Background: an optimization exercise with open tools, aiming at small area, a short achievable clock period and few clock cycles per item. Do not read the settings as production practice.
At most, simulation tests tie the RTL to the original design; equivalence was not proved.
For runs 1, 4 and 5, only the layout was checked, not whether the RTL still works.
No driver is modelled on the clock port, so clocking that relies on it looks cheaper here than on a real chip.
Power is estimated from default activity; no workload was simulated.

==> flow/design.v <==
package kal_pkg;
	localparam int KEY_W     = 32;
	localparam int PAYLOAD_W = 32;
	localparam int CAP_W     = 5;
	localparam int POS_W     = 5;
	localparam int FOUND_W   = 4;
	localparam int COUNT_W   = 5;
	localparam logic [4:0] CAP_RESET = 5'd10;
endpackage
module kal_store (
	input  logic              clk,
	input  logic [15:0]       we,
	input  logic [31:0]       wkey,
	input  logic [31:0]       wpay,
	output logic [16*32-1:0]  keys,
	output logic [16*32-1:0]  pays
);
	logic [31:0] mk [0:15];
	logic [31:0] mp [0:15];
	always_ff @(posedge clk) begin
		for (int s = 0; s < 16; s++) begin
			if (we[s]) begin
				mk[s] <= wkey;
				mp[s] <= wpay;
			end
		end
	end
	always_comb begin
		for (int s = 0; s < 16; s++) begin
			keys[s*32 +: 32] = mk[s];
			pays[s*32 +: 32] = mp[s];
		end
	end
endmodule
module kal_prefix (
	input  logic [15:0] x,
	output logic [15:0] any,
	output logic [15:0] two
);
	logic [15:0] a [0:4];
	logic [15:0] t [0:4];
	always_comb begin
		a[0] = x;
		t[0] = '0;
		for (int l = 0; l < 4; l++) begin
			for (int p = 0; p < 16; p++) begin
				if (((p >> l) & 1) == 1) begin
					a[l+1][p] = a[l][p] | a[l][((p >> l) << l) - 1];
					t[l+1][p] = t[l][p] | t[l][((p >> l) << l) - 1] |
						(a[l][p] & a[l][((p >> l) << l) - 1]);
				end else begin
					a[l+1][p] = a[l][p];
					t[l+1][p] = t[l][p];
				end
			end
		end
		any = a[4];
		two = t[4];
	end
endmodule
module keyed_array_list #(
	parameter int MAX_ENTRIES = 16
) (
	input  logic                  clk,
	input  logic                  arst_n,
	input  logic                  cfg_we,
	input  logic [kal_pkg::CAP_W-1:0]      cfg_data,
	input  logic                  in_valid,
	output logic                  in_stall,
	input  logic [1:0]            kind,
	input  logic [kal_pkg::KEY_W-1:0]      key,
	input  logic [kal_pkg::PAYLOAD_W-1:0]  payload,
	input  logic [kal_pkg::POS_W-1:0]      position,
	output logic                  out_valid,
	input  logic                  out_stall,
	output logic [2:0]            status,
	output logic [kal_pkg::FOUND_W-1:0]    found_position,
	output logic [kal_pkg::COUNT_W-1:0]    entry_count_out,
	output logic                  is_empty,
	output logic                  is_full,
	output logic [kal_pkg::PAYLOAD_W-1:0] found_payload
);
	logic [4:0] ecap_q;
	logic [4:0] cfg_ecap;
	always_comb begin
		if (cfg_data == 5'd0) begin
			cfg_ecap = 5'd1;
		end else if (cfg_data > 5'd16) begin
			cfg_ecap = 5'd16;
		end else begin
			cfg_ecap = cfg_data;
		end
	end
	always_ff @(posedge clk or negedge arst_n) begin
		if (!arst_n) begin
			ecap_q <= kal_pkg::CAP_RESET;
		end else if (cfg_we) begin
			ecap_q <= cfg_ecap;
		end
	end
	logic run_q;
	logic o_v_w;
	assign run_q    = !(o_v_w && out_stall);
	assign in_stall = !run_q;
	logic [3:0]  ord_q [0:15];
	logic [3:0]  ord [0:15];        
	logic [4:0]  n_q;
	logic [15:0] vmask;             
	logic [3:0]  fs_q;              
	logic [3:0]  fs;
	logic        full_q;            
	logic [15:0] m_sh;              
	logic        l_ins, l_rem;      
	logic        l_fsfix;           
	logic [15:0]      mem_we;
	logic [16*32-1:0] keys, pays;
	logic        a_v, b_v, c_v;
	logic [1:0]  a_kind, b_kind;
	logic [31:0] a_key, a_pay, b_key, b_pay;
	logic [4:0]  a_pos, b_pos;
	logic [15:0] a_raw;
	logic        a_eq1, a_eq2;
	logic [15:0] b_g, b_g2;
	logic        b_eq;
	logic        b_ok_m1, b_ok_0, b_ok_p1;
	logic [2:0]  c_st;
	logic [3:0]  c_fpos, c_fslot;
	logic [4:0]  c_cnt;
	logic        c_em, c_fu, c_found;
	kal_store u_store (
		.clk (clk),
		.we  (mem_we),
		.wkey(b_key),
		.wpay(b_pay),
		.keys(keys),
		.pays(pays)
	);
	always_comb begin
		for (int p = 0; p < 15; p++) begin
			ord[p] = ord_q[p];
		end
		ord[15] = l_rem ? c_fslot : ord_q[15];
		fs      = l_fsfix ? c_fslot : fs_q;
	end
	logic [15:0] raw;
	always_comb begin
		for (int s = 0; s < 16; s++) begin
			raw[s] = (keys[s*32 +: 32] == key);
		end
	end
	always_ff @(posedge clk or negedge arst_n) begin
		if (!arst_n) begin
			a_v <= 1'b0;
		end else if (run_q) begin
			a_v <= in_valid;
		end
	end
	always_ff @(posedge clk) begin
		if (run_q) begin
			a_kind <= kind;
			a_key  <= key;
			a_pay  <= payload;
			a_pos  <= position;
			a_raw  <= raw;
			a_eq1  <= (key == a_key);
			a_eq2  <= (key == b_key);
		end
	end
	logic [15:0] newp;
	logic [15:0] pmo;
	logic [15:0] g, g2;
	always_comb begin
		for (int p = 0; p < 16; p++) begin
			newp[p] = l_ins & m_sh[p] & ((p == 0) ? 1'b1 : !m_sh[(p > 0) ? p - 1 : 0]);
			pmo[p]  = newp[p] ? a_eq2 : (a_raw[ord[p]] & vmask[p]);
		end
	end
	kal_prefix u_prefix (
		.x  (pmo),
		.any(g),
		.two(g2)
	);
	always_ff @(posedge clk or negedge arst_n) begin
		if (!arst_n) begin
			b_v <= 1'b0;
		end else if (run_q) begin
			b_v <= a_v;
		end
	end
	always_ff @(posedge clk) begin
		if (run_q) begin
			b_kind  <= a_kind;
			b_key   <= a_key;
			b_pay   <= a_pay;
			b_pos   <= a_pos;
			b_g     <= g;
			b_g2    <= g2;
			b_eq    <= a_eq1;
			b_ok_m1 <= !a_kind[0] || !({1'b0, a_pos} > {1'b0, n_q} - 6'd1);
			b_ok_0  <= !a_kind[0] || !(a_pos > n_q);
			b_ok_p1 <= !a_kind[0] || !({1'b0, a_pos} > {1'b0, n_q} + 6'd1);
		end
	end
	logic [15:0] lower, ge, first_oh, le_n, qdec, gtq;
	logic        found, is_sr, is_ins, is_rem, badpos, ins_ok, rem_ok, exec;
	logic [4:0]  q;
	logic [3:0]  fpos, fslot;
	logic [2:0]  st;
	logic [4:0]  n_p1, n_m1, n_nx;
	logic        fu_p1, fu_m1, full_nx, em_nx;
	logic [15:0] vmask_nx;
	logic [3:0]  fs_nx;
	logic [3:0]  ord_nx [0:15];
	logic [3:0]  ord_n1;
	always_comb begin
		for (int p = 0; p < 16; p++) begin
			if (!m_sh[p]) begin
				ge[p] = b_g[p];
			end else if (l_ins) begin
				ge[p] = ((p > 0) ? b_g[(p > 0) ? p - 1 : 0] : 1'b0) | b_eq;
			end else begin
				ge[p] = b_eq ? b_g2[(p < 15) ? p + 1 : 15] : b_g[(p < 15) ? p + 1 : 15];
			end
		end
		lower    = {ge[14:0], 1'b0};
		first_oh = ge & ~lower;
		found    = ge[15];
		fpos  = '0;
		fslot = '0;
		for (int p = 0; p < 16; p++) begin
			fpos  = fpos  | ({4{first_oh[p]}} & 4'(p));
			fslot = fslot | ({4{first_oh[p]}} & ord[p]);
		end
		exec   = run_q & b_v;
		is_sr  = b_kind[0] ^ b_kind[1];
		is_ins = !is_sr;
		is_rem = (b_kind == 2'd2);
		q      = b_kind[0] ? b_pos : n_q;
		badpos = !((l_ins & b_ok_p1) | (l_rem & b_ok_m1) | (!l_ins & !l_rem & b_ok_0));
		ins_ok = exec & is_ins & !full_q & !badpos;
		rem_ok = exec & is_rem & found;
		if (is_ins) begin
			st = full_q ? 3'd1 : badpos ? 3'd2 : 3'd0;
		end else begin
			st = found ? 3'd0 : (n_q == 5'd0) ? 3'd4 : 3'd3;
		end
		for (int p = 0; p < 16; p++) begin
			qdec[p] = (q == 5'(p));
			gtq[p]  = (5'(p) > q);
			le_n[p] = (p == 0) ? 1'b1 : vmask[(p > 0) ? p - 1 : 0];
		end
		n_p1   = n_q + 5'd1;
		n_m1   = n_q - 5'd1;
		fu_p1  = (n_p1 >= ecap_q);
		fu_m1  = (n_m1 >= ecap_q) && (n_q != 5'd0);
		ord_n1 = ord[n_p1[3:0]];
		if (ins_ok) begin
			n_nx     = n_p1;
			full_nx  = fu_p1;
			em_nx    = 1'b0;
			vmask_nx = le_n;
			fs_nx    = ord_n1;
		end else if (rem_ok) begin
			n_nx     = n_m1;
			full_nx  = fu_m1;
			em_nx    = (n_q == 5'd1);
			vmask_nx = {1'b0, vmask[15:1]};
			fs_nx    = fs;
		end else begin
			n_nx     = n_q;
			full_nx  = full_q;
			em_nx    = (n_q == 5'd0);
			vmask_nx = vmask;
			fs_nx    = fs;
		end
		for (int p = 0; p < 16; p++) begin
			if (ins_ok && qdec[p]) begin
				ord_nx[p] = fs;
			end else if (ins_ok && gtq[p] && le_n[p]) begin
				ord_nx[p] = ord[(p > 0) ? p - 1 : 0];
			end else if (exec && is_rem && ge[p] && p < 15) begin
				ord_nx[p] = ord[(p < 15) ? p + 1 : 15];
			end else begin
				ord_nx[p] = ord[p];
			end
		end
		for (int s = 0; s < 16; s++) begin
			mem_we[s] = ins_ok & (fs == 4'(s));
		end
	end
	always_ff @(posedge clk or negedge arst_n) begin
		if (!arst_n) begin
			n_q   <= '0;
			vmask <= '0;
			fs_q  <= '0;
			full_q <= 1'b0;
			l_ins  <= 1'b0;
			l_rem  <= 1'b0;
			l_fsfix <= 1'b0;
			for (int p = 0; p < 16; p++) begin
				ord_q[p] <= 4'(p);
			end
		end else begin
			if (cfg_we) begin
				full_q <= (n_q >= cfg_ecap);
			end else if (run_q) begin
				full_q <= full_nx;
			end
			if (run_q) begin
				n_q     <= n_nx;
				vmask   <= vmask_nx;
				fs_q    <= fs_nx;
				l_ins   <= ins_ok;
				l_rem   <= rem_ok;
				l_fsfix <= rem_ok & n_q[4];
				for (int p = 0; p < 16; p++) begin
					ord_q[p] <= ord_nx[p];
				end
			end
		end
	end
	always_ff @(posedge clk) begin
		if (run_q) begin
			m_sh   <= ins_ok ? (gtq | qdec) : rem_ok ? ge : '0;
		end
	end
	always_ff @(posedge clk or negedge arst_n) begin
		if (!arst_n) begin
			c_v <= 1'b0;
		end else if (run_q) begin
			c_v <= b_v;
		end
	end
	always_ff @(posedge clk) begin
		if (run_q) begin
			c_st    <= st;
			c_fpos  <= (is_sr & found) ? fpos : 4'd0;
			c_fslot <= fslot;
			c_found <= is_sr & found;
			c_cnt   <= n_nx;
			c_em    <= em_nx;
			c_fu    <= full_nx;
		end
	end
	logic [31:0] pay_d;
	logic [45:0] res_d;
	logic        o_v;
	logic [45:0] o_q;
	always_comb begin
		pay_d = '0;
		for (int s = 0; s < 16; s++) begin
			pay_d = pay_d | ({32{c_found && c_fslot == 4'(s)}} & pays[s*32 +: 32]);
		end
		res_d = {c_st, c_fpos, c_cnt, c_em, c_fu, pay_d};
	end
	always_ff @(posedge clk or negedge arst_n) begin
		if (!arst_n) begin
			o_v <= 1'b0;
		end else if (run_q) begin
			o_v <= c_v;
		end
	end
	always_ff @(posedge clk) begin
		if (run_q) begin
			o_q <= res_d;
		end
	end
	assign o_v_w           = o_v;
	assign out_valid       = o_v;
	assign status          = o_q[45:43];
	assign found_position  = o_q[42:39];
	assign entry_count_out = o_q[38:34];
	assign is_empty        = o_q[33];
	assign is_full         = o_q[32];
	assign found_payload   = o_q[31:0];
endmodule
==> flow/flow/run.sh <==
#!/bin/bash
# Own layout flow: the standard flow (standard.sh, unchanged synthesis and
# steps) with two placement/CTS choices the flow settings cannot make:
#  - port buffers are plain buf_2 cells (resizable later) instead of the
#    delay cells buffer_ports picks by default;
#  - clock tree sinks are clustered without dummy loads.
# Each tool's output is in the ORFS logs under orfs/logs; the make run's own
# output goes to flow_make.log here.
set -uo pipefail
export BUFFER_PORTS_ARGS="-buffer_cell sky130_fd_sc_hd__buf_2"
export CTS_ARGS="-sink_clustering_enable -repair_clock_nets -sink_clustering_size 24 -sink_clustering_max_diameter 80 -dont_use_dummy_load"
bash standard.sh > flow_make.log 2>&1
rc=$?
# keep a copy of every ORFS step log beside the make log
mkdir -p logs_orfs
cp -r orfs/logs/*/keyed_array_list/base/. logs_orfs/ 2>/dev/null || true
exit $rc
==> flow/standard.sh <==
#!/bin/bash
# synth_recipe.tcl (not shown) runs the flow's synth.tcl, then flattens the netlist and writes it again
# the make line also repeats each setting of config.mk as NAME=value (left out here)
make -C /OpenROAD-flow-scripts/flow DESIGN_CONFIG=/design/flow/config.mk WORK_HOME=/design/flow/orfs CLKGATE_MAP_FILE= SYNTH_SCRIPT=/design/flow/synth_recipe.tcl "${@:-finish}"
==> flow/config.mk <==
export PLATFORM = sky130hd
export DESIGN_NAME = keyed_array_list
export DESIGN_NICKNAME = keyed_array_list
export VERILOG_FILES = /design/flow/design.v
export SDC_FILE = /design/flow/constraint.sdc
export NUM_CORES = 4
export LEC_CHECK = 0
export ABC_CLOCK_PERIOD_IN_PS = 2800
export CAP_MARGIN = 20
export CORE_MARGIN = 6
export CORE_UTILIZATION = 50
export CTS_CLUSTER_SIZE = 20
export PLACE_DENSITY = 0.65
export SETUP_SLACK_MARGIN = 3.0
export SLEW_MARGIN = 20
export TNS_END_PERCENT = 20
==> flow/constraint.sdc <==
create_clock -name core_clock -period 6.0 [get_ports {clk}]
set_input_delay 1.2000 -clock core_clock [delete_from_list [all_inputs] [get_ports {clk}]]
set_output_delay 1.2000 -clock core_clock [all_outputs]
set_load 0.01 [all_outputs]
==> metrics.yaml, run 1 <==
clockRootBuffer: "clkbuf_16"
synth_top_cell_area_share: 0.6529
vias_per_cell: 6.435
pre_cts_ws_ns: 1.752
grt_antenna_before_repair: 2
ir_drop_mv: 0.3088
grt_pass1_wl_um: 246100
place_congestion: 0.9510
via_count: 35840
avgSynthCellArea_um2: 15.46
period_share: 0.5763
drc: 0
finalSetupViolations: 0
yosysSeqAreaShare: 0.6963
syn_to_final_growth_pct: 9.697
ys_types: 80
finalSetupTns_ns: 0
ys_async_sr_fraction: 0.07275
drive_gt1_frac: 0.1592
cts.sink_count: 1402
r2r_slack_ns: 2.54
drt_wl_total_um: 170500
synthCells: 3868
critPathTopFamily: "compound AO/OA/AOI/OAI gates"
finClkSkew_ns: 0.08582
path_depth: 8
crit_top_cell: "mux4_2"
antenna_left: 0
rsz0062_at_grt: "yes"
cts_tree: "done"
yosysWarningCount: 10
nFillCells: 9272
fmax_mhz: 289.2
max-cap-violations: 0
initial_utilization: 0.5057
ys_ff_latch: 1402
worstPathCellList: "mux4_2 > mux4_2 > a21o_1 > a211oi_1 > nand4_1 > a32oi_4 > a21boi_4 > o21ai_1"
grt_usage: 0.2621
placed_area_um2: 62560
ios: 129
cellPowerDensity_nw_per_um2: 380.5
ys.flop_type: "edfxtp_1"
syn_area_um2: 59790
core-area_um2: 118200
timing.final.hold_violations: 0
status: "no timing/DRC/antenna violations"
grt_overflow: 0
critical_path_required_ns: 6.42
die-area_um2: 128000
netlist_top_cells_area: "edfxtp_1 65%, xor2_1 8.5%, dfrtp_1 2.8%"
whs_ns: 0.3861
crit_buf_inv: 0
clk_pin_slew_ns: 0.09
grt_pass1_vias: 34850
numCtsBuffers: 76
clockBufferDepth: 3
cpMaxStageDelayCell: "dfstp_4"
synth_edf_count: 1300
numPortBuffers: 128
startpoint: "ord_q[3][0]$_DFFE_PN1P_"
r2r-end: "b_g2[14]$_DFFE_PN_"
leakage_uw: 0.02241
critPathMaxStageDelay_ns: 0.69
syn-num-nets: 3985
worstPathArrival_ns: 3.88
timing.critical_path.to: "b_g2[14]$_DFFE_PN_"
detail_route.first_pass.iterations: 5
maxSlewViolCount: 0
crit_path_max_fanout: 5
period_needed_ns: 3.458
r2r_start: "ord_q[3][0]$_DFFE_PN1P_"
crit_path_end_kind: "register"
crit_path_start_kind: "register"
layout_setup_ws_ns: 2.542
min_path_type: "register to register"
worstSetupPathType: "register to register"
worst_pin_slew_ns: 1.154
initialDrtViolationCount: 4250
fin_area_um2: 65590
slew_headroom: 0.2290
wire_per_inst_um: 30.62
clk_latency_ns: 0.67
dp_hpwl_um: 99920
r2r_cells: 8
fin_nets: 4151
grt_max_degree: 74
cts-htree-levels: 3
synth_top_cell_by_area: "edfxtp_1"
hold_buffers: 0
rows: 126
die_w_um: 357.8
dieHeight_um: 357.8
-- metrics by stage --
stage,cells,total power (uW),util
finish,5569,24960,0.5547
global route,5568,25830,0.5547
CTS,5556,24840,0.5530
detailed placement,5401,19340,0.5291
global placement,5400,19290,0.5289
floorplan,3868,16680,-
-- final cells by class --
cell class              instances  area [um^2]  share of cell area
diodes                          1        2.502          0.00003815
clock buffers                  76         1902             0.02899
inverters                      38        151.4            0.002308
multi-input cells            2208        17660              0.2693
flip-flops and latches       1402        41650              0.6349
well taps                    1536         1922             0.02930
repair buffers                308         2302             0.03510
-- what timing repair did --
action | in CTS | in global routing
setup buffers | 74 | 12
endpoints found under the setup margin | 1140 | 833
gates resized for setup | 44 | 22
pin swaps | 15 | 8
cloned | 5 | 0
-- layout by cell type (no fill, tap or decap), drive strengths merged, types with 52 or more instances in the layout --
cell type | Yosys | routed
mux4 | 60 | 60
nand4 | 78 | 78
dfrtp | 68 | 68
xor2 | 578 | 578
edfxtp | 1300 | 1300
nor2 | 132 | 133
nor4 | 154 | 154
mux2i | 95 | 95
clkbuf | 193 | 76
a21oi | 52 | 52
a221oi | 162 | 162
mux2 | 70 | 70
a22o | 145 | 145
nand2 | 182 | 183
o21ai | 160 | 160
buf | 29 | 305
-- layer usage --
metal,GRT usage,vias up,share of wire,wire [um]
li1,-,15290,-,-
met5,0,-,0.000076,13
met3,0.04681,298,0.094,16100
met1,0.3861,18400,0.42,71800
met4,0.06049,2,0.026,4485
met2,0.4125,1838,0.46,78150
-- cells by family (layout without fill, tap and decap cells) --
group           Yosys count  count (layout)  share of synthesized area
compound gates          647             647                    0.08010
xor+xnor                588             588                    0.08613
fa+ha+maj                41              41                   0.008370
buf+inv                 260             422                    0.01668
flops                  1402            1402                     0.6963
mux                     225             225                    0.05194
other cells               0               1                          0
simple gates            705             707                    0.06052
-- sequential cells by signal, indices dropped and copies added (netlist names), 32 cells and up --
signal,count
a_key,32
ord_q,64
a_pay,32
u_store.mk,512
u_store.mp,512
b_pay,32
b_key,32
o_q,46
-- worst min-delay path by stage --
stage	start	end	slack [ns]	cells after the start
2_1_floorplan	a_eq1$_DFFE_PN_	b_eq$_DFFE_PN_	0.40	0
3_3_place_gp	a_pay[1]$_DFFE_PN_	b_pay[1]$_DFFE_PN_	0.40	0
3_5_place_dp	a_pay[14]$_DFFE_PN_	b_pay[14]$_DFFE_PN_	0.40	0
4_1_cts	c_cnt[0]$_DFFE_PN_	o_q[34]$_DFFE_PN_	0.39	0
5_1_grt	c_cnt[0]$_DFFE_PN_	o_q[34]$_DFFE_PN_	0.39	0
6_report	c_cnt[0]$_DFFE_PN_	o_q[34]$_DFFE_PN_	0.39	0
-- Yosys cell counts (8+ instances only) --
cell type / n
mux2i_1: 95
o211ai_1: 8
a211oi_1: 15
nand2b_1: 18
mux4_2: 56
xor2_1: 578
nor2_1: 131
dfrtp_1: 68
nand4_1: 78
a31oi_1: 8
xnor2_1: 10
nand3_1: 36
mux2_2: 70
and3_1: 12
inv_1: 35
nand2_1: 182
and2_1: 11
dfstp_2: 34
a22o_1: 145
a21oi_1: 52
edfxtp_1: 1300
nor2b_1: 15
nor3b_1: 8
buf_1: 20
nand3b_1: 11
a21o_1: 12
a221oi_1: 161
ha_1: 36
nor4_1: 154
clkbuf_1: 192
o21ai_0: 158
nor3_1: 24
o22ai_1: 23
-- where the power goes --
group	leakage, uW	internal (uW)	switching [uW]
registers	0.0133	12400	1130
clock network	0.000937	2260	2960
logic	0.00813	2100	4080
total	0.0224	16800	8180
==> run 2: changes to the inputs <==
--- a/flow/design.v
+++ b/flow/design.v
@@ -32,32 +32,6 @@
 		end
 	end
 endmodule
-module kal_prefix (
-	input  logic [15:0] x,
-	output logic [15:0] any,
-	output logic [15:0] two
-);
-	logic [15:0] a [0:4];
-	logic [15:0] t [0:4];
-	always_comb begin
-		a[0] = x;
-		t[0] = '0;
-		for (int l = 0; l < 4; l++) begin
-			for (int p = 0; p < 16; p++) begin
-				if (((p >> l) & 1) == 1) begin
-					a[l+1][p] = a[l][p] | a[l][((p >> l) << l) - 1];
-					t[l+1][p] = t[l][p] | t[l][((p >> l) << l) - 1] |
-						(a[l][p] & a[l][((p >> l) << l) - 1]);
-				end else begin
-					a[l+1][p] = a[l][p];
-					t[l+1][p] = t[l][p];
-				end
-			end
-		end
-		any = a[4];
-		two = t[4];
-	end
-endmodule
 module keyed_array_list #(
 	parameter int MAX_ENTRIES = 16
 ) (
@@ -109,20 +83,18 @@
 	logic [3:0]  fs_q;              
 	logic [3:0]  fs;
 	logic        full_q;            
-	logic [15:0] m_sh;              
+	logic [15:0] m_up, m_dn, m_new;  
 	logic        l_ins, l_rem;      
 	logic        l_fsfix;           
 	logic [15:0]      mem_we;
 	logic [16*32-1:0] keys, pays;
-	logic        a_v, b_v, c_v;
-	logic [1:0]  a_kind, b_kind;
-	logic [31:0] a_key, a_pay, b_key, b_pay;
-	logic [4:0]  a_pos, b_pos;
-	logic [15:0] a_raw;
-	logic        a_eq1, a_eq2;
-	logic [15:0] b_g, b_g2;
+	logic        b_v, c_v;
+	logic [1:0]  b_kind;
+	logic [31:0] b_key, b_pay;
+	logic [4:0]  b_pos;
+	logic [15:0] b_pmo;
 	logic        b_eq;
-	logic        b_ok_m1, b_ok_0, b_ok_p1;
+	logic        b_bp_m1, b_bp_0, b_bp_p1;
 	logic [2:0]  c_st;
 	logic [3:0]  c_fpos, c_fslot;
 	logic [4:0]  c_cnt;
@@ -143,65 +115,36 @@
 		fs      = l_fsfix ? c_fslot : fs_q;
 	end
 	logic [15:0] raw;
+	logic [15:0] pmo;
 	always_comb begin
 		for (int s = 0; s < 16; s++) begin
 			raw[s] = (keys[s*32 +: 32] == key);
 		end
-	end
-	always_ff @(posedge clk or negedge arst_n) begin
-		if (!arst_n) begin
-			a_v <= 1'b0;
-		end else if (run_q) begin
-			a_v <= in_valid;
-		end
-	end
-	always_ff @(posedge clk) begin
-		if (run_q) begin
-			a_kind <= kind;
-			a_key  <= key;
-			a_pay  <= payload;
-			a_pos  <= position;
-			a_raw  <= raw;
-			a_eq1  <= (key == a_key);
-			a_eq2  <= (key == b_key);
-		end
-	end
-	logic [15:0] newp;
-	logic [15:0] pmo;
-	logic [15:0] g, g2;
-	always_comb begin
 		for (int p = 0; p < 16; p++) begin
-			newp[p] = l_ins & m_sh[p] & ((p == 0) ? 1'b1 : !m_sh[(p > 0) ? p - 1 : 0]);
-			pmo[p]  = newp[p] ? a_eq2 : (a_raw[ord[p]] & vmask[p]);
+			pmo[p] = raw[ord[p]];
 		end
 	end
-	kal_prefix u_prefix (
-		.x  (pmo),
-		.any(g),
-		.two(g2)
-	);
 	always_ff @(posedge clk or negedge arst_n) begin
 		if (!arst_n) begin
 			b_v <= 1'b0;
 		end else if (run_q) begin
-			b_v <= a_v;
+			b_v <= in_valid;
 		end
 	end
 	always_ff @(posedge clk) begin
 		if (run_q) begin
-			b_kind  <= a_kind;
-			b_key   <= a_key;
-			b_pay   <= a_pay;
-			b_pos   <= a_pos;
-			b_g     <= g;
-			b_g2    <= g2;
-			b_eq    <= a_eq1;
-			b_ok_m1 <= !a_kind[0] || !({1'b0, a_pos} > {1'b0, n_q} - 6'd1);
-			b_ok_0  <= !a_kind[0] || !(a_pos > n_q);
-			b_ok_p1 <= !a_kind[0] || !({1'b0, a_pos} > {1'b0, n_q} + 6'd1);
+			b_kind  <= kind;
+			b_key   <= key;
+			b_pay   <= payload;
+			b_pos   <= position;
+			b_pmo   <= pmo;
+			b_eq    <= (key == b_key);
+			b_bp_m1 <= ({1'b0, position} > {1'b0, n_q} - 6'd1);
+			b_bp_0  <= (position > n_q);
+			b_bp_p1 <= ({1'b0, position} > {1'b0, n_q} + 6'd1);
 		end
 	end
-	logic [15:0] lower, ge, first_oh, le_n, qdec, gtq;
+	logic [15:0] pm, lower, ge, first_oh, le_n, qdec, gtq;
 	logic        found, is_sr, is_ins, is_rem, badpos, ins_ok, rem_ok, exec;
 	logic [4:0]  q;
 	logic [3:0]  fpos, fslot;
@@ -214,17 +157,24 @@
 	logic [3:0]  ord_n1;
 	always_comb begin
 		for (int p = 0; p < 16; p++) begin
-			if (!m_sh[p]) begin
-				ge[p] = b_g[p];
-			end else if (l_ins) begin
-				ge[p] = ((p > 0) ? b_g[(p > 0) ? p - 1 : 0] : 1'b0) | b_eq;
+			if (m_up[p]) begin
+				pm[p] = (p > 0) ? b_pmo[(p > 0) ? p - 1 : 0] : 1'b0;
+			end else if (m_dn[p]) begin
+				pm[p] = (p < 15) ? b_pmo[(p < 15) ? p + 1 : 15] : 1'b0;
+			end else if (m_new[p]) begin
+				pm[p] = b_eq;
 			end else begin
-				ge[p] = b_eq ? b_g2[(p < 15) ? p + 1 : 15] : b_g[(p < 15) ? p + 1 : 15];
+				pm[p] = b_pmo[p];
 			end
+			pm[p] = pm[p] & vmask[p];
+		end
+		lower[0] = 1'b0;
+		for (int p = 1; p < 16; p++) begin
+			lower[p] = lower[p-1] | pm[p-1];
 		end
-		lower    = {ge[14:0], 1'b0};
-		first_oh = ge & ~lower;
-		found    = ge[15];
+		ge       = lower | pm;
+		first_oh = pm & ~lower;
+		found    = |pm;
 		fpos  = '0;
 		fslot = '0;
 		for (int p = 0; p < 16; p++) begin
@@ -236,7 +186,7 @@
 		is_ins = !is_sr;
 		is_rem = (b_kind == 2'd2);
 		q      = b_kind[0] ? b_pos : n_q;
-		badpos = !((l_ins & b_ok_p1) | (l_rem & b_ok_m1) | (!l_ins & !l_rem & b_ok_0));
+		badpos = b_kind[0] & (l_ins ? b_bp_p1 : l_rem ? b_bp_m1 : b_bp_0);
 		ins_ok = exec & is_ins & !full_q & !badpos;
 		rem_ok = exec & is_rem & found;
 		if (is_ins) begin
@@ -321,7 +271,9 @@
 	end
 	always_ff @(posedge clk) begin
 		if (run_q) begin
-			m_sh   <= ins_ok ? (gtq | qdec) : rem_ok ? ge : '0;
+			m_up   <= ins_ok ? (gtq & le_n) : '0;
+			m_dn   <= rem_ok ? ge : '0;
+			m_new  <= ins_ok ? qdec : '0;
 		end
 	end
 	always_ff @(posedge clk or negedge arst_n) begin
--- a/flow/flow/run.sh
+++ b/flow/flow/run.sh
@@ -8,7 +8,7 @@
 # output goes to flow_make.log here.
 set -uo pipefail
 export BUFFER_PORTS_ARGS="-buffer_cell sky130_fd_sc_hd__buf_2"
-export CTS_ARGS="-sink_clustering_enable -repair_clock_nets -sink_clustering_size 24 -sink_clustering_max_diameter 80 -dont_use_dummy_load"
+export CTS_ARGS="-sink_clustering_enable -repair_clock_nets -sink_clustering_size 30 -sink_clustering_max_diameter 80 -dont_use_dummy_load"
 bash standard.sh > flow_make.log 2>&1
 rc=$?
 # keep a copy of every ORFS step log beside the make log
--- a/flow/config.mk
+++ b/flow/config.mk
@@ -8,9 +8,8 @@
 export ABC_CLOCK_PERIOD_IN_PS = 2800
 export CAP_MARGIN = 20
 export CORE_MARGIN = 6
-export CORE_UTILIZATION = 50
-export CTS_CLUSTER_SIZE = 20
-export PLACE_DENSITY = 0.65
-export SETUP_SLACK_MARGIN = 3.0
+export CORE_UTILIZATION = 62
+export PLACE_DENSITY = 0.72
+export SETUP_SLACK_MARGIN = 3.2
 export SLEW_MARGIN = 20
-export TNS_END_PERCENT = 20
+export TNS_END_PERCENT = 30
==> metrics.yaml, run 2 <==
status: "no timing/DRC/antenna violations"
intPower_uw: 15840
cellPowerDensity_nw_per_um2: 364.1
dieHeight_um: 317.6
drive_gt1_frac: 0.2458
final_cell_mix: "1,228 x edfxtp_1, 286 x xor2_1, 242 x xnor2_1"
ys_async_sr_fraction: 0.07600
grt_pass1_wl_um: 253500
cts_tree: "done"
syn-num-nets: 3853
power.switching_uw: 8202
nFillCells: 5884
initialDrtViolationCount: 5609
synth_edf_count: 1228
power.share.clock: 0.180
via_count: 36970
dp_hpwl_um: 107900
die_w_um: 317.6
layout_commonest_cell: "edfxtp_1"
clockBufferDepth: 3
slew_headroom: 0.2559
synth_top_cell_by_area: "edfxtp_1"
syn_area_um2: 57910
yosysSeqAreaShare: 0.6812
period_share: 0.5274
fin_nets: 4139
finalSetupTns_ns: 0
worst_pin_slew_ns: 1.116
yosysWarningCount: 7
ys.flop_type: "edfxtp_1"
clockRootBuffer: "clkbuf_16"
crit_path_max_fanout: 7
place_congestion: 0.9620
grt_usage: 0.3410
clk_pin_slew_ns: 0.08
finClkSkew_ns: 0.1054
synthTopCellsByCount: "1,228 x edfxtp_1, 290 x xor2_1, 265 x xnor2_1"
initial_utilization: 0.6289
synth.most_common_cell: "edfxtp_1"
numPortBuffers: 128
critical_path_required_ns: 6.44
rows: 111
power_frac_seq: 0.529
timing.final.hold_violations: 0
antenna_left: 0
syn_to_final_growth_pct: 14.06
cts-htree-levels: 2
ys_ff_latch: 1329
leakage_uw: 0.02250
die-area_um2: 100900
detail_route.first_pass.iterations: 6
maxSlewViolCount: 0
ir_drop_mv: 0.2614
numCtsBuffers: 55
clk_latency_ns: 0.74
synth_top_cell_area_share: 0.6368
grt_max_degree: 66
grt_overflow: 0
avgSynthCellArea_um2: 15.50
worstPathArrival_ns: 3.61
crit_path_start_kind: "primary input"
wire_per_inst_um: 34.45
fmax_mhz: 316.0
finalSetupViolations: 0
vias_per_cell: 7.021
top_regs: "u_store.mk (512), u_store.mp (512), ord_q (64)"
ios: 129
ys_types: 101
max-cap-violations: 0
drt_wl_total_um: 181400
switching_share: 0.3411
grt_antenna_before_repair: 2
synthCells: 3736
period_needed_ns: 3.164
worstSetupPathType: "primary input to register"
combPwrFrac: 0.292
core-area_um2: 92080
drc: 0
final_util: 0.7173
cts.sink_count: 1329
grt_pass1_vias: 35490
crit_path_end_kind: "register"
netlist_top_cells_area: "edfxtp_1 64%, xor2_1 4.4%, xnor2_1 4.0%"
min_path_type: "register to register"
rsz0062_at_grt: "yes"
[run 2: changes by cell type in the layout (fill, tap and decap cells not counted), moves of 60 or more]
cell      previous run  this run
xor2_1             578       286
o21ai_0            156        39
buf_4              160       241
edfxtp_1          1300      1228
nand2_1            181       121
nor4_1             152        50
xnor2_1             10       242
[run 2: cell families after synthesis]
| family | synth area share |
|---|---|
| other | 0.00006476 |
| AO/OA/AOI/OAI | 0.08297 |
| multiplexers | 0.04786 |
| adder cells (fa/ha/maj) | 0.007778 |
| flip-flops | 0.6812 |
| AND/OR/NAND/NOR | 0.06849 |
| XOR/XNOR | 0.08394 |
| buffers and inverters | 0.02772 |
[run 2: worst paths after layout]
| check | startpoint | end | slack [ns] | cells past startpoint |
|---|---|---|---|---|
| max | key[11] | b_pmo[7]$_DFFE_PN_ | 2.84 | 11 |
| max in group asynchronous | arst_n | n_q[1]$_DFFE_PN0N_ | 4.15 | 2 |
| min in group asynchronous | arst_n | ord_q[4][0]$_DFFE_PN0P_ | 0.57 | 1 |
| max reg2reg | b_eq$_DFFE_PN_ | ord_q[12][1]$_DFFE_PN0P_ | 2.99 | 11 |
| min | c_em$_SDFFCE_PP0N_ | o_q[33]$_DFFE_PN_ | 0.42 | 0 |
| min reg2reg | c_em$_SDFFCE_PP0N_ | o_q[33]$_DFFE_PN_ | 0.42 | 0 |
[run 2: metal layers]
metal | global-route usage | vias to the layer above | part of all wire
met4 | 0.1370 | 0 | 0.055
li1 | - | 15020 | -
met2 | 0.5455 | 2732 | 0.47
met3 | 0.06414 | 519 | 0.12
met5 | 0 | - | 0
met1 | 0.4695 | 18700 | 0.36
[run 2: critical path: stages]
cell and delay [ns]:
buf_16 0.14, buf_8 0.13, xor2_1 0.16, nor4_1 0.29
nand4_1 0.50, nor2_2 0.27, buf_6 0.13, buf_8 0.13
mux4_2 0.25, nor3b_2 0.05, nor4_2 0.34
[run 2: power by group through the flow]
stage          sequential, uW  clock (uW)  combinational, uW
2_1_floorplan           12100           0               3730
3_3_place_gp            12800           0               5290
3_5_place_dp            12800           0               5380
4_1_cts                 12600        4320               5910
5_1_grt                 12800        4630               7280
6_report                12700        4330               7010
[run 2: area by class of cell]
class	instances	area, um^2	share of cell area
diodes	2	5.005	0.00007577
repair inverters	1	8.758	0.0001326
well taps	1243	1555	0.02355
flip-flops and latches	1329	39450	0.5973
multi-input cells	2110	19120	0.2894
inverters	68	292.8	0.004433
repair buffers	457	4245	0.06427
clock buffers	55	1376	0.02084
[run 2: what timing repair did]
item                                    4_1_cts  5_1_grt
buffers inserted                             84      114
endpoints found under the setup margin     1256      504
hold buffers                                  0        0
pin swaps                                    60      121
gates resized for setup                     283      279
gates cloned                                  6        6
[run 2: through the flow]
step                cell area, um^2  power, uW  setup WS [ns]  cells  hold WS [ns]
floorplan                     58150      15810          2.634   3736        0.4003
global placement              60140      18070          1.478   4998        0.4008
detailed placement            60140      18200          1.449   4998        0.4045
CTS                           63640      22870          2.984   5143        0.4232
global route                  66050      24690          2.864   5263        0.4376
finish                        66050      24050          2.836   5265        0.4214
Testbench counts of run 2, summed over its fixed seeds: cycles 2,584, items 2,560.
==> run 3: changes to the inputs <==
--- a/flow/flow/run.sh
+++ b/flow/flow/run.sh
@@ -8,7 +8,7 @@
 # output goes to flow_make.log here.
 set -uo pipefail
 export BUFFER_PORTS_ARGS="-buffer_cell sky130_fd_sc_hd__buf_2"
-export CTS_ARGS="-sink_clustering_enable -repair_clock_nets -sink_clustering_size 30 -sink_clustering_max_diameter 80 -dont_use_dummy_load"
+export CTS_ARGS="-sink_clustering_enable -repair_clock_nets -sink_clustering_size 24 -sink_clustering_max_diameter 80 -dont_use_dummy_load"
 bash standard.sh > flow_make.log 2>&1
 rc=$?
 # keep a copy of every ORFS step log beside the make log
--- a/flow/config.mk
+++ b/flow/config.mk
@@ -8,8 +8,9 @@
 export ABC_CLOCK_PERIOD_IN_PS = 2800
 export CAP_MARGIN = 20
 export CORE_MARGIN = 6
-export CORE_UTILIZATION = 62
-export PLACE_DENSITY = 0.72
-export SETUP_SLACK_MARGIN = 3.2
+export CORE_UTILIZATION = 50
+export CTS_CLUSTER_SIZE = 20
+export PLACE_DENSITY = 0.65
+export SETUP_SLACK_MARGIN = 3.0
 export SLEW_MARGIN = 20
-export TNS_END_PERCENT = 30
+export TNS_END_PERCENT = 20
==> metrics.yaml, run 3 <==
via_count: 35750
rows: 124
wire_per_inst_um: 32.13
synth_top_cell_by_area: "edfxtp_1"
numCtsBuffers: 72
ys_ff_latch: 1329
synthCells: 3736
rsz0062_at_grt: "yes"
drt_wl_total_um: 174900
worst_pin_slew_ns: 1.108
cts.sink_count: 1329
cts-htree-levels: 3
fin_nets: 4052
syn_area_um2: 57910
period_share: 0.5199
crit_path_max_fanout: 26
period_needed_ns: 3.119
layout_commonest_cell: "edfxtp_1"
ir_drop_mv: 0.2448
yosysWarningCount: 7
finClkSkew_ns: 0.07725
die-area_um2: 124100
worstPathArrival_ns: 3.50
whs_ns: 0.4214
synth.most_common_cell: "edfxtp_1"
avgSynthCellArea_um2: 15.50
initialDrtViolationCount: 4374
ios: 129
crit_path_end_kind: "register"
synth_edf_count: 1228
die_w_um: 352.3
hold_buffers: 0
slew_headroom: 0.2610
final_cell_mix: "1,228 x edfxtp_1, 285 x xor2_1, 253 x xnor2_1"
grt_max_degree: 82
placedCellCount: 5271
finalSetupViolations: 0
status: "no timing/DRC/antenna violations"
leakage_uw: 0.02177
n_antenna_cell: 0
netlist_top_cells_area: "edfxtp_1 64%, xor2_1 4.4%, xnor2_1 4.0%"
final_util: 0.5664
clk_pin_slew_ns: 0.07
grt_usage: 0.2690
core-area_um2: 114500
timing.final.hold_violations: 0
crit_path_start_kind: "register"
grt_antenna_before_repair: 2
grt_pass1_vias: 34130
yosysSeqAreaShare: 0.6812
critical_path_required_ns: 6.38
max-cap-violations: 0
antenna_left: 0
fmax_mhz: 320.6
dieHeight_um: 352.3
clockBufferDepth: 3
ys_types: 101
place_congestion: 0.9395
min_path_type: "register to register"
syn-num-nets: 3853
clk_latency_ns: 0.70
fin_cells: 5445
drive_gt1_frac: 0.2034
ys_async_sr_fraction: 0.07600
dp_hpwl_um: 104700
initial_utilization: 0.5057
grt_overflow: 0
top_regs: "u_store.mk (512), u_store.mp (512), ord_q (64)"
clockRootBuffer: "clkbuf_16"
maxSlewViolCount: 0
detail_route.first_pass.iterations: 7
vias_per_cell: 6.566
syn_to_final_growth_pct: 11.99
synth_top_cell_area_share: 0.6368
grt_pass1_wl_um: 247400
total_power_uw: 23510
numPortBuffers: 128
finalSetupTns_ns: 0
drc: 0
ys.flop_type: "edfxtp_1"
synthTopCellsByCount: "1,228 x edfxtp_1, 290 x xor2_1, 265 x xnor2_1"
worstSetupPathType: "register to register"
cts_tree: "done"
cellPowerDensity_nw_per_um2: 362.5
run 3: critical path, cell delays in order (launching register included):
cell	delay [ns]
edfxtp_1	0.57
nor3b_2	0.10
a2111oi_2	0.74
nor4b_4	0.13
nand4_1	0.18
buf_4	0.15
o31ai_4	0.07
buf_8	0.22
inv_4	0.25
nor3_1	0.09
or3_1	0.35
run 3: area by class of cell:
type                    count  area [um^2]
well taps                1512         1892
flip-flops and latches   1329        39450
clock buffers              72         1802
multi-input cells        2108        18300
repair buffers            356         3134
fillers                  8886        49650
inverters                  68        272.8
run 3: path summary, 6_finish.rpt:
check                                    start                     to  slack (ns)  depth (start not counted)
max in group asynchronous               arst_n  ecap_q[1]$_DFFE_PN1P_        4.18                          2
hold reg to reg             c_cnt[4]$_DFFE_PN_      o_q[38]$_DFFE_PN_        0.42                          0
setup / recovery           b_pmo[10]$_DFFE_PN_     c_cnt[4]$_DFFE_PN_        2.88                         10
setup reg to reg           b_pmo[10]$_DFFE_PN_     c_cnt[4]$_DFFE_PN_        2.88                         10
min in group asynchronous               arst_n   vmask[3]$_DFFE_PN0P_        0.65                          1
hold / removal              c_cnt[4]$_DFFE_PN_      o_q[38]$_DFFE_PN_        0.42                          0
run 3: power by group:
group	internal, uW	switching [uW]	total (uW)
logic	2150	3720	5870
registers	11400	1260	12600
clock network	2150	2860	5010
total	15700	7840	23500
run 3: cell families (layout without fill, tap and decap cells):
| logic type | count (synthesis) | in the layout | synth area share |
|---|---|---|---|
| other | 1 | 1 | 0.00006476 |
| xor gates and xnor gates | 555 | 555 | 0.08394 |
| muxes | 195 | 195 | 0.04786 |
| AOI/OAI and AO/OA | 588 | 588 | 0.08297 |
| buffers and inverters | 303 | 496 | 0.02772 |
| and+or+nand+nor | 729 | 733 | 0.06849 |
| adders and majority gates | 36 | 36 | 0.007778 |
| DFF | 1329 | 1329 | 0.6812 |
run 3: per-layer routing:
layer  track usage  wire [um]  vias to the layer above
met3       0.05235      17450                      328
met2        0.4316      82040                     2090
met4       0.07123       5654                        0
li1              -          -                    14860
met1        0.3812      69780                    18480
met5             0          0                        -
run 3: stage by stage:
stage                     setup WS [ns]  area, um^2
final                             2.881       64850
after global routing              2.811       64850
after CTS                         2.711       63610
after detailed placement          1.255       60490
after global placement            1.255       60490
after floorplan                   2.634       58150
run 3: timing repair:
action                      CTS  global route
gates cloned                  0             7
buffers inserted             42            53
resized for setup           208           138
pin swaps                    42            49
setup endpoints to repair  1245           260
==> run 4: changes to the inputs <==
--- a/flow/design.v
+++ b/flow/design.v
@@ -83,7 +83,7 @@
 	logic [3:0]  fs_q;              
 	logic [3:0]  fs;
 	logic        full_q;            
-	logic [15:0] m_up, m_dn, m_new;  
+	logic [15:0] m_sh;              
 	logic        l_ins, l_rem;      
 	logic        l_fsfix;           
 	logic [15:0]      mem_we;
@@ -157,14 +157,14 @@
 	logic [3:0]  ord_n1;
 	always_comb begin
 		for (int p = 0; p < 16; p++) begin
-			if (m_up[p]) begin
-				pm[p] = (p > 0) ? b_pmo[(p > 0) ? p - 1 : 0] : 1'b0;
-			end else if (m_dn[p]) begin
+			if (!m_sh[p]) begin
+				pm[p] = b_pmo[p];
+			end else if (!l_ins) begin
 				pm[p] = (p < 15) ? b_pmo[(p < 15) ? p + 1 : 15] : 1'b0;
-			end else if (m_new[p]) begin
+			end else if ((p == 0) ? 1'b1 : !m_sh[(p > 0) ? p - 1 : 0]) begin
 				pm[p] = b_eq;
 			end else begin
-				pm[p] = b_pmo[p];
+				pm[p] = (p > 0) ? b_pmo[(p > 0) ? p - 1 : 0] : 1'b0;
 			end
 			pm[p] = pm[p] & vmask[p];
 		end
@@ -271,9 +271,7 @@
 	end
 	always_ff @(posedge clk) begin
 		if (run_q) begin
-			m_up   <= ins_ok ? (gtq & le_n) : '0;
-			m_dn   <= rem_ok ? ge : '0;
-			m_new  <= ins_ok ? qdec : '0;
+			m_sh   <= ins_ok ? ((gtq & le_n) | qdec) : rem_ok ? ge : '0;
 		end
 	end
 	always_ff @(posedge clk or negedge arst_n) begin
==> metrics.yaml, run 4 <==
crit_path_max_fanout: 48
avgSynthCellArea_um2: 15.26
ys.flop_type: "edfxtp_1"
syn-num-nets: 3799
synthCells: 3682
hold_buffers: 0
wire_per_inst_um: 32.33
fin_nets: 4028
synthTopCellsByCount: "1,196 x edfxtp_1, 418 x xor2_1, 151 x clkbuf_1"
grt_overflow: 0
detail_route.first_pass.iterations: 7
syn_area_um2: 56200
dieHeight_um: 347.3
finalSetupTns_ns: 0
ys_async_sr_fraction: 0.07787
clockRootBuffer: "clkbuf_16"
final_cell_mix: "1,196 x edfxtp_1, 403 x xor2_1, 188 x buf_4"
drive_gt1_frac: 0.2149
grt_usage: 0.2758
place_congestion: 0.9326
switching_share: 0.3360
grt_max_degree: 65
initial_utilization: 0.5064
regArea_um2: 38490
synth.most_common_cell: "edfxtp_1"
finalSetupViolations: 0
status: "no timing/DRC/antenna violations"
drt_wl_total_um: 174500
cts.sink_count: 1297
numPortBuffers: 128
total_power_uw: 23250
whs_ns: 0.4233
top_regs: "u_store.mk (512), u_store.mp (512), ord_q (64)"
dp_hpwl_um: 103400
ios: 129
ys_ff_latch: 1297
cellPowerDensity_nw_per_um2: 362.5
grt_antenna_before_repair: 1
layout_commonest_cell: "edfxtp_1"
fin_area_um2: 64140
min_path_type: "register to register"
syn_to_final_growth_pct: 14.13
grt_pass1_wl_um: 245200
synth-compound-area-share: 0.08302
rsz0062_at_grt: "yes"
synth_top_cell_area_share: 0.6391
grt_pass1_vias: 33750
clk_pin_slew_ns: 0.09
die_w_um: 347.3
slew_headroom: 0.3218
crit_path_end_kind: "register"
ys_types: 74
clockBufferDepth: 3
via_count: 35580
synth_simple_gate_area_frac: 0.06808
intPower_uw: 15440
cts-htree-levels: 3
power.switching_uw: 7813
rows: 122
finClkSkew_ns: 0.09329
leakage_uw: 0.02149
worstSetupPathType: "register to register"
maxSlewViolCount: 0
antenna_left: 0
worstPathArrival_ns: 3.50
max-cap-violations: 0
synth_edf_count: 1196
cts_tree: "done"
core-area_um2: 111000
placed_area_um2: 59110
synthMuxAreaShare: 0.04876
vias_per_cell: 6.592
power.share.clock: 0.206
fmax_mhz: 313.3
multi_input_area_um2: 18240
nFillCells: 8505
period_needed_ns: 3.191
netlist_top_cells_area: "edfxtp_1 64%, xor2_1 6.5%, dfrtp_1 3.0%"
clk_latency_ns: 0.69
timing.final.hold_violations: 0
worst_pin_slew_ns: 0.9890
die-area_um2: 120600
yosysSeqAreaShare: 0.6848
ir_drop_mv: 0.2643
combPwrFrac: 0.263
synthXorXnorAreaFrac: 0.08649
numCtsBuffers: 68
synth_top_family_by_area: "XOR/XNOR gates"
yosysWarningCount: 7
synthAdderAreaFrac: 0.008015
power_frac_seq: 0.531
drc: 0
crit_path_start_kind: "register"
critical_path_required_ns: 6.31
synth_top_cell_by_area: "edfxtp_1"
initialDrtViolationCount: 5074
period_share: 0.5319
==> run 4: stage by stage <==
| step | std cells | setup slack [ns] | utilization |
|---|---|---|---|
| floorplan | 3682 | 2.361 | - |
| global placement | 5189 | 1.590 | 0.5326 |
| detailed placement | 5189 | 1.459 | 0.5326 |
| CTS | 5284 | 2.611 | 0.5544 |
| global route | 5397 | 2.716 | 0.5779 |
| finish | 5398 | 2.809 | 0.5780 |
==> run 4: cells by family after synthesis <==
family                     after synthesis
DFF                                   1297
and+or+nand+nor                        713
AOI/OAI and AO/OA                      604
xor gates and xnor gates               555
buffers and inverters                  284
muxes                                  193
adders and majority gates               36
==> run 4: what timing repair did <==
action,CTS,global route
gates resized for setup,102,339
buffers inserted,21,107
endpoints found under the setup margin,1169,349
pin swaps,13,85
gates cloned,6,6
==> run 4: power by group through the flow <==
stage	combinational, uW	clock [uW]	sequential [uW]
5_1_grt	6430	5170	12400
3_5_place_dp	5170	0	12500
6_report	6110	4800	12300
4_1_cts	5530	4850	12300
3_3_place_gp	5120	0	12500
2_1_floorplan	3590	0	11800
==> run 4: critical path: stages, from the launching register on <==
cell      delay [ns]
edfxtp_1        0.38
inv_1           0.07
ha_1            0.43
nor2b_4         0.27
and3_4          0.34
nand3_4         0.21
nor2_4          0.62
buf_12          0.39
==> run 4: final cells by class <==
class | instances | area share
sequential | 1297 | 0.6001
clock buffer | 68 | 0.02653
timing repair buffer | 389 | 0.05671
inverter | 46 | 0.003121
tap | 1488 | 0.02903
antenna | 1 | 0.00003902
multi-input combinational | 2109 | 0.2844
==> run 4: metal layers <==
| layer | vias up | wire length [um] | track usage |
|---|---|---|---|
| met1 | 18300 | 69130 | 0.3951 |
| met4 | 0 | 7018 | 0.08866 |
| met5 | - | 0 | 0 |
| li1 | 14790 | - | - |
| met3 | 337 | 16920 | 0.03871 |
| met2 | 2155 | 81470 | 0.4417 |
==> run 4: path summary, 6_finish.rpt <==
kind	to	startpoint	cells past startpoint	slack, ns
worst max-delay path	u_store.mk[10][7]$_DFFE_PP_	b_kind[0]$_DFFE_PN_	7	2.81
worst min-delay path	o_q[41]$_DFFE_PN_	c_fpos[2]$_SDFFCE_PN0N_	0	0.42
worst max register to register	u_store.mk[10][7]$_DFFE_PP_	b_kind[0]$_DFFE_PN_	7	2.81
worst min register to register	o_q[41]$_DFFE_PN_	c_fpos[2]$_SDFFCE_PN0N_	0	0.42
max in group asynchronous	ord_q[8][0]$_DFFE_PN0P_	arst_n	2	4.13
min in group asynchronous	vmask[1]$_DFFE_PN0P_	arst_n	1	0.61
==> run 5: changes to the inputs <==
--- a/flow/design.v
+++ b/flow/design.v
@@ -151,12 +151,14 @@
 	logic [2:0]  st;
 	logic [4:0]  n_p1, n_m1, n_nx;
 	logic        fu_p1, fu_m1, full_nx, em_nx;
-	logic [15:0] vmask_nx;
 	logic [3:0]  fs_nx;
 	logic [3:0]  ord_nx [0:15];
 	logic [3:0]  ord_n1;
 	always_comb begin
 		for (int p = 0; p < 16; p++) begin
+			vmask[p] = (n_q > 5'(p));
+		end
+		for (int p = 0; p < 16; p++) begin
 			if (!m_sh[p]) begin
 				pm[p] = b_pmo[p];
 			end else if (!l_ins) begin
@@ -208,19 +210,16 @@
 			n_nx     = n_p1;
 			full_nx  = fu_p1;
 			em_nx    = 1'b0;
-			vmask_nx = le_n;
 			fs_nx    = ord_n1;
 		end else if (rem_ok) begin
 			n_nx     = n_m1;
 			full_nx  = fu_m1;
 			em_nx    = (n_q == 5'd1);
-			vmask_nx = {1'b0, vmask[15:1]};
 			fs_nx    = fs;
 		end else begin
 			n_nx     = n_q;
 			full_nx  = full_q;
 			em_nx    = (n_q == 5'd0);
-			vmask_nx = vmask;
 			fs_nx    = fs;
 		end
 		for (int p = 0; p < 16; p++) begin
@@ -241,7 +240,6 @@
 	always_ff @(posedge clk or negedge arst_n) begin
 		if (!arst_n) begin
 			n_q   <= '0;
-			vmask <= '0;
 			fs_q  <= '0;
 			full_q <= 1'b0;
 			l_ins  <= 1'b0;
@@ -258,7 +256,6 @@
 			end
 			if (run_q) begin
 				n_q     <= n_nx;
-				vmask   <= vmask_nx;
 				fs_q    <= fs_nx;
 				l_ins   <= ins_ok;
 				l_rem   <= rem_ok;
==> metrics.yaml, run 5 <==
finalSetupViolations: 0
finClkSkew_ns: 0.09540
syn_area_um2: 56020
drive_gt1_frac: 0.2223
final_util: 0.5740
critical_path_required_ns: 6.43
ys_ff_latch: 1281
maxSlewViolCount: 0
cts-htree-levels: 3
die-area_um2: 120200
r2r_slack_ns: 2.90
synth.most_common_cell: "edfxtp_1"
min_path_type: "register to register"
clockRootBuffer: "clkbuf_16"
netlist_top_cells_area: "edfxtp_1 64%, xor2_1 4.5%, xnor2_1 4.1%"
synth_edf_count: 1196
initialDrtViolationCount: 4812
hold_buffers: 0
yosysSeqAreaShare: 0.6798
crit_path_start_kind: "primary input"
timing.final.hold_violations: 0
clockBufferDepth: 3
critPathMaxStageDelay_ns: 0.44
layout_commonest_cell: "edfxtp_1"
worstPathCellList: "buf_12 > buf_12 > buf_8 > xor2_2 > nor4_2 > nand4_1 > nor2_2 > buf_6 > mux4_2 > nor3b_2 > nor4_2"
vias_per_cell: 6.628
clk_pin_slew_ns: 0.09
wire_per_inst_um: 33.27
numPortBuffers: 128
place_congestion: 0.9674
antenna_left: 0
synth_top_cell_area_share: 0.6411
clk_latency_ns: 0.69
r2r-end: "ord_q[9][1]$_DFFE_PN0P_"
via_count: 35390
nFillCells: 8586
fmax_mhz: 309.5
worst_pin_slew_ns: 1.146
grt_usage: 0.2830
period_needed_ns: 3.231
r2r_start: "b_kind[0]$_DFFE_PN_"
crit_path_max_fanout: 8
cellPowerDensity_nw_per_um2: 368.0
max-cap-violations: 0
slew_headroom: 0.2358
r2r_cells: 9
status: "no timing/DRC/antenna violations"
rsz0062_at_grt: "yes"
ys_async_sr_fraction: 0.06635
initial_utilization: 0.5055
ys_types: 99
rows: 122
dieHeight_um: 346.7
drc: 0
numCtsBuffers: 69
synthCells: 3614
ys.flop_type: "edfxtp_1"
grt_antenna_before_repair: 3
grt_overflow: 0
final_cell_mix: "1,196 x edfxtp_1, 288 x xor2_1, 252 x xnor2_1"
hold_start: "c_fpos[2]$_SDFFCE_PN0N_"
finalSetupTns_ns: 0
worstSetupPathType: "primary input to register"
crit_path_end_kind: "register"
syn_to_final_growth_pct: 13.55
ios: 129
synthTopCellsByCount: "1,196 x edfxtp_1, 290 x xor2_1, 265 x xnor2_1"
n_antenna_cell: 0
detail_route.first_pass.iterations: 10
dp_hpwl_um: 107100
grt_max_degree: 65
core-area_um2: 110800
syn-num-nets: 3731
fin_nets: 3970
grt_pass1_vias: 33760
worstPathArrival_ns: 3.66
hold-path-endpoint: "o_q[41]$_DFFE_PN_"
leakage_uw: 0.02107
drt_wl_total_um: 177600
yosysWarningCount: 7
die_w_um: 346.7
avgSynthCellArea_um2: 15.50
ir_drop_mv: 0.2721
top_regs: "u_store.mk (512), u_store.mp (512), ord_q (64)"
period_share: 0.5385
cts.sink_count: 1281
cts_tree: "done"
hold_depth: 0
grt_pass1_wl_um: 249100
cpMaxStageDelayCell: "nand4_1"
synth_top_cell_by_area: "edfxtp_1"
==> run 5: cell types whose count changed after synthesis, moves of 20 or more <==
cell	delta
o21ai_0	-31
buf_4	+20
clkbuf_1	-40
xnor2_1	+128
nor4_1	-33
xor2_1	-128
==> run 5: layer usage <==
metal | track usage | vias up | share of wire
li1 | - | 14610 | -
met1 | 0.4005 | 17970 | 0.39
met2 | 0.4474 | 2366 | 0.46
met3 | 0.04903 | 438 | 0.10
met4 | 0.1010 | 2 | 0.049
met5 | 0 | - | 0.000073
==> run 5: what timing repair did <==
action / 4_1_cts / 5_1_grt
endpoints found under the hold margin: 0 / 0
buffers inserted: 66 / 43
gates cloned: 5 / 6
setup endpoints to repair: 1136 / 697
resized for setup: 251 / 155
pin swaps: 62 / 51
==> run 5: worst max path at each step <==
| stage | startpoint | endpoint | slack (ns) | cells past startpoint |
|---|---|---|---|---|
| after CTS | key[4] | b_pmo[15]$_DFFE_PN_ | 2.75 | 10 |
| final | key[20] | b_pmo[1]$_DFFE_PN_ | 2.77 | 11 |
| after global routing | b_kind[0]$_DFFE_PN_ | ord_q[9][2]$_DFFE_PN0P_ | 2.76 | 9 |
| after floorplan | out_stall | u_store.mk[0][0]$_DFFE_PP_ | 2.60 | 6 |
| after global placement | key[4] | b_pmo[13]$_DFFE_PN_ | 1.47 | 10 |
| after detailed placement | key[4] | b_pmo[3]$_DFFE_PN_ | 1.45 | 10 |
==> run 5: final cells by class <==
type,instances,area [um^2],share of cell area
inverters,36,161.4,0.002538
flip-flops and latches,1281,38100,0.5989
clock buffers,69,1727,0.02715
repair buffers,389,3545,0.05573
multi-input cells,2076,18220,0.2864
well taps,1488,1862,0.02927
==> run 5: cells by family (layout without fill, tap and decap cells) <==
group / count (synthesis) / count (layout) / share of synthesized area
XOR/XNOR: 555 / 555 / 0.08677
flip-flops: 1281 / 1281 / 0.6798
multiplexers: 209 / 209 / 0.05405
AO/OA/AOI/OAI: 570 / 570 / 0.07974
adder cells (fa/ha/maj): 36 / 36 / 0.008041
AND/OR/NAND/NOR: 699 / 706 / 0.06928
buffers and inverters: 264 / 494 / 0.02227
==> run 5: power by group <==
part           internal, uW  switching [uW]  leakage [uW]
sequential            11000            1330        0.0120
clock                  2060            2730      0.000850
combinational          2510            3820       0.00825
total                 15500            7880        0.0211
==> run 5: critical path: cells and delay by family <==
| family | cells | cell delay [ns] |
|---|---|---|
| buf+inv | 4 | 0.56 |
| mux | 1 | 0.25 |
| simple gates | 5 | 1.46 |
| xor+xnor | 1 | 0.17 |
==> run 5: metrics by stage <==
stage	hold slack (ns)	total power, uW	instances	cell area (um^2)	setup WS (ns)
global route	0.4339	24160	5339	63610	2.756
detailed placement	0.4061	17810	5150	58940	1.452
finish	0.4277	23410	5339	63610	2.769
floorplan	0.4003	15420	3614	56260	2.598
CTS	0.4276	22980	5290	62460	2.748
global placement	0.4010	17760	5150	58930	1.474
==> run 6: changes to the inputs <==
--- a/flow/design.v
+++ b/flow/design.v
@@ -83,7 +83,7 @@
 	logic [3:0]  fs_q;              
 	logic [3:0]  fs;
 	logic        full_q;            
-	logic [15:0] m_sh;              
+	logic [15:0] m_up, m_dn, m_new;  
 	logic        l_ins, l_rem;      
 	logic        l_fsfix;           
 	logic [15:0]      mem_we;
@@ -151,22 +151,20 @@
 	logic [2:0]  st;
 	logic [4:0]  n_p1, n_m1, n_nx;
 	logic        fu_p1, fu_m1, full_nx, em_nx;
+	logic [15:0] vmask_nx;
 	logic [3:0]  fs_nx;
 	logic [3:0]  ord_nx [0:15];
 	logic [3:0]  ord_n1;
 	always_comb begin
 		for (int p = 0; p < 16; p++) begin
-			vmask[p] = (n_q > 5'(p));
-		end
-		for (int p = 0; p < 16; p++) begin
-			if (!m_sh[p]) begin
-				pm[p] = b_pmo[p];
-			end else if (!l_ins) begin
+			if (m_up[p]) begin
+				pm[p] = (p > 0) ? b_pmo[(p > 0) ? p - 1 : 0] : 1'b0;
+			end else if (m_dn[p]) begin
 				pm[p] = (p < 15) ? b_pmo[(p < 15) ? p + 1 : 15] : 1'b0;
-			end else if ((p == 0) ? 1'b1 : !m_sh[(p > 0) ? p - 1 : 0]) begin
+			end else if (m_new[p]) begin
 				pm[p] = b_eq;
 			end else begin
-				pm[p] = (p > 0) ? b_pmo[(p > 0) ? p - 1 : 0] : 1'b0;
+				pm[p] = b_pmo[p];
 			end
 			pm[p] = pm[p] & vmask[p];
 		end
@@ -210,16 +208,19 @@
 			n_nx     = n_p1;
 			full_nx  = fu_p1;
 			em_nx    = 1'b0;
+			vmask_nx = le_n;
 			fs_nx    = ord_n1;
 		end else if (rem_ok) begin
 			n_nx     = n_m1;
 			full_nx  = fu_m1;
 			em_nx    = (n_q == 5'd1);
+			vmask_nx = {1'b0, vmask[15:1]};
 			fs_nx    = fs;
 		end else begin
 			n_nx     = n_q;
 			full_nx  = full_q;
 			em_nx    = (n_q == 5'd0);
+			vmask_nx = vmask;
 			fs_nx    = fs;
 		end
 		for (int p = 0; p < 16; p++) begin
@@ -240,6 +241,7 @@
 	always_ff @(posedge clk or negedge arst_n) begin
 		if (!arst_n) begin
 			n_q   <= '0;
+			vmask <= '0;
 			fs_q  <= '0;
 			full_q <= 1'b0;
 			l_ins  <= 1'b0;
@@ -256,6 +258,7 @@
 			end
 			if (run_q) begin
 				n_q     <= n_nx;
+				vmask   <= vmask_nx;
 				fs_q    <= fs_nx;
 				l_ins   <= ins_ok;
 				l_rem   <= rem_ok;
@@ -268,7 +271,9 @@
 	end
 	always_ff @(posedge clk) begin
 		if (run_q) begin
-			m_sh   <= ins_ok ? ((gtq & le_n) | qdec) : rem_ok ? ge : '0;
+			m_up   <= ins_ok ? (gtq & le_n) : '0;
+			m_dn   <= rem_ok ? ge : '0;
+			m_new  <= ins_ok ? qdec : '0;
 		end
 	end
 	always_ff @(posedge clk or negedge arst_n) begin
--- a/flow/flow/run.sh
+++ b/flow/flow/run.sh
@@ -3,11 +3,15 @@
 # steps) with two placement/CTS choices the flow settings cannot make:
 #  - port buffers are plain buf_2 cells (resizable later) instead of the
 #    delay cells buffer_ports picks by default;
-#  - clock tree sinks are clustered without dummy loads.
+#  - clock tree sinks are clustered without dummy loads;
+#  - after CTS, one more setup repair pass that may change drive strengths
+#    (flow/extra_repair.tcl).
 # Each tool's output is in the ORFS logs under orfs/logs; the make run's own
 # output goes to flow_make.log here.
 set -uo pipefail
 export BUFFER_PORTS_ARGS="-buffer_cell sky130_fd_sc_hd__buf_2"
+export POST_CTS_TCL="$(pwd)/flow/extra_repair.tcl"
+export EXTRA_SETUP_MARGIN=3.4
 export CTS_ARGS="-sink_clustering_enable -repair_clock_nets -sink_clustering_size 24 -sink_clustering_max_diameter 80 -dont_use_dummy_load"
 bash standard.sh > flow_make.log 2>&1
 rc=$?
==> flow/flow/extra_repair.tcl (new file) <==
# Sourced by ORFS after clock tree synthesis (POST_CTS_TCL): one more setup
# repair pass, with placement parasitics and the propagated clock, allowing
# any drive strength (the CTS pass keeps each cell's footprint), then
# re-legalize the placement.
puts "extra setup repair after CTS"
estimate_parasitics -placement
repair_timing -setup -setup_margin $::env(EXTRA_SETUP_MARGIN) -repair_tns 100 -verbose
detailed_placement
check_placement -verbose
report_worst_slack -max
==> metrics.yaml, run 6 <==
worstPathArrival_ns: 3.46
antenna_left: 0
vias_per_cell: 6.531
period_needed_ns: 3.022
min_path_type: "register to register"
synth_edf_count: 1228
core-area_um2: 114500
via_count: 36250
clk_latency_ns: 0.70
wire_per_inst_um: 32.17
cts.sink_count: 1329
finalSetupViolations: 0
crit_path_end_kind: "register"
grt_pass1_vias: 35110
grt_antenna_before_repair: 3
ir_drop_mv: 0.2442
drt_wl_total_um: 178600
rsz0062_at_grt: "yes"
period_share: 0.5037
whs_ns: 0.4212
worst_pin_slew_ns: 1.132
final_cell_mix: "1,228 x edfxtp_1, 274 x xor2_1, 245 x xnor2_1"
syn-num-nets: 3853
fmax_mhz: 330.9
numPortBuffers: 128
synth_top_cell_area_share: 0.6368
cellPowerDensity_nw_per_um2: 361.7
ys_async_sr_fraction: 0.07600
layout_commonest_cell: "edfxtp_1"
slew_headroom: 0.2456
grt_usage: 0.2784
timing.final.hold_violations: 0
max-cap-violations: 0
critical_path_required_ns: 6.44
ys_ff_latch: 1329
placed_area_um2: 60490
dieHeight_um: 352.3
synth.most_common_cell: "edfxtp_1"
drive_gt1_frac: 0.2455
fin_area_um2: 66930
finClkSkew_ns: 0.07732
fin_cells: 5550
total_power_uw: 24210
fin_nets: 4156
initial_utilization: 0.5057
grt_pass1_wl_um: 255700
grt_max_degree: 82
synthTopCellsByCount: "1,228 x edfxtp_1, 290 x xor2_1, 265 x xnor2_1"
nFillCells: 8678
yosysWarningCount: 7
crit_path_start_kind: "primary input"
top_regs: "u_store.mk (512), u_store.mp (512), ord_q (64)"
synthCells: 3736
placedCellCount: 5271
syn_to_final_growth_pct: 15.58
leakage_uw: 0.02266
die_w_um: 352.3
yosysSeqAreaShare: 0.6812
worstSetupPathType: "primary input to register"
syn_area_um2: 57910
finalSetupTns_ns: 0
ys_types: 101
ys.flop_type: "edfxtp_1"
drc: 0
dp_hpwl_um: 104700
detail_route.first_pass.iterations: 6
netlist_top_cells_area: "edfxtp_1 64%, xor2_1 4.4%, xnor2_1 4.0%"
crit_path_max_fanout: 14
grt_overflow: 0
initialDrtViolationCount: 4487
place_congestion: 0.9395
clk_pin_slew_ns: 0.07
ios: 129
synth_top_cell_by_area: "edfxtp_1"
rows: 124
die-area_um2: 124100
status: "no timing/DRC/antenna violations"
cts_tree: "done"
maxSlewViolCount: 0
avgSynthCellArea_um2: 15.50
[run 6: changes by cell type after synthesis, moves of 10 or more]
cell      before   now
buf_6         15    50
buf_1         27    17
a22o_1       133   147
nand3_1       52    65
clkbuf_1     111   132
dfrtp_1       51    67
nand2_1      107   137
nor3_1        41    31
buf_2         51    14
edfxtp_1    1196  1228
nor2b_1       11    27
inv_1         32    66
[run 6: stage by stage]
| step | setup WS [ns] | util |
|---|---|---|
| detailed placement | 1.255 | 0.5283 |
| floorplan | 2.634 | - |
| global placement | 1.255 | 0.5283 |
| global route | 2.961 | 0.5845 |
| finish | 2.978 | 0.5845 |
[run 6: layout make-up]
cell class	count	area (um^2)	area share
Sequential cell	1329	39450	0.5894
Timing Repair inverter	2	27.53	0.0004113
Timing Repair Buffer	457	4415	0.06597
Clock buffer	72	1802	0.02692
Tap cell	1512	1892	0.02827
Multi-Input combinational cell	2109	19060	0.2847
Antenna cell	1	2.502	0.00003739
Inverter	68	282.8	0.004225
[run 6: kinds of logic after synthesis]
| group | count (synthesis) | share of synthesized area |
|---|---|---|
| buf+inv | 303 | 0.02772 |
| compound gates | 588 | 0.08297 |
| flops | 1329 | 0.6812 |
| fa+ha+maj | 36 | 0.007778 |
| xor+xnor | 555 | 0.08394 |
| other cells | 1 | 0.00006476 |
| mux | 195 | 0.04786 |
| simple gates | 729 | 0.06849 |
[run 6: per-layer routing]
metal	GRT usage	vias to the layer above	part of all wire
met2	0.4480	2144	0.47
li1	-	15060	-
met4	0.07880	0	0.035
met5	0	-	0
met3	0.05121	345	0.10
met1	0.3931	18700	0.39
[run 6: path summary, 6_finish.rpt]
kind / from / to / slack, ns / cells past startpoint
worst max register to register: b_eq$_DFFE_PN_ / c_cnt[4]$_DFFE_PN_ / 3.01 / 11
min in group asynchronous: arst_n / vmask[3]$_DFFE_PN0P_ / 0.64 / 1
worst min-delay path: c_cnt[4]$_DFFE_PN_ / o_q[38]$_DFFE_PN_ / 0.42 / 0
worst min register to register: c_cnt[4]$_DFFE_PN_ / o_q[38]$_DFFE_PN_ / 0.42 / 0
worst max-delay path: key[24] / b_pmo[14]$_DFFE_PN_ / 2.98 / 9
max in group asynchronous: arst_n / o_v$_DFFE_PN0N_ / 4.22 / 2
[run 6: worst max-delay path, cell delays in order]
cell and delay (ns):
buf_6 0.17, xor2_1 0.19, nor4_1 0.36, nand4_1 0.40, nor2_4 0.35, buf_6 0.18, mux4_2 0.23, nor3b_1 0.05
nor4_1 0.32
[run 6: power by group]
| part | internal [uW] | switching [uW] | total (uW) |
|---|---|---|---|
| registers | 11400 | 1260 | 12600 |
| clock network | 2150 | 2860 | 5000 |
| logic | 2570 | 4000 | 6570 |
| total | 16100 | 8120 | 24200 |
Testbench counts of run 6, summed over its fixed seeds: cycles 2,584, items 2,560.
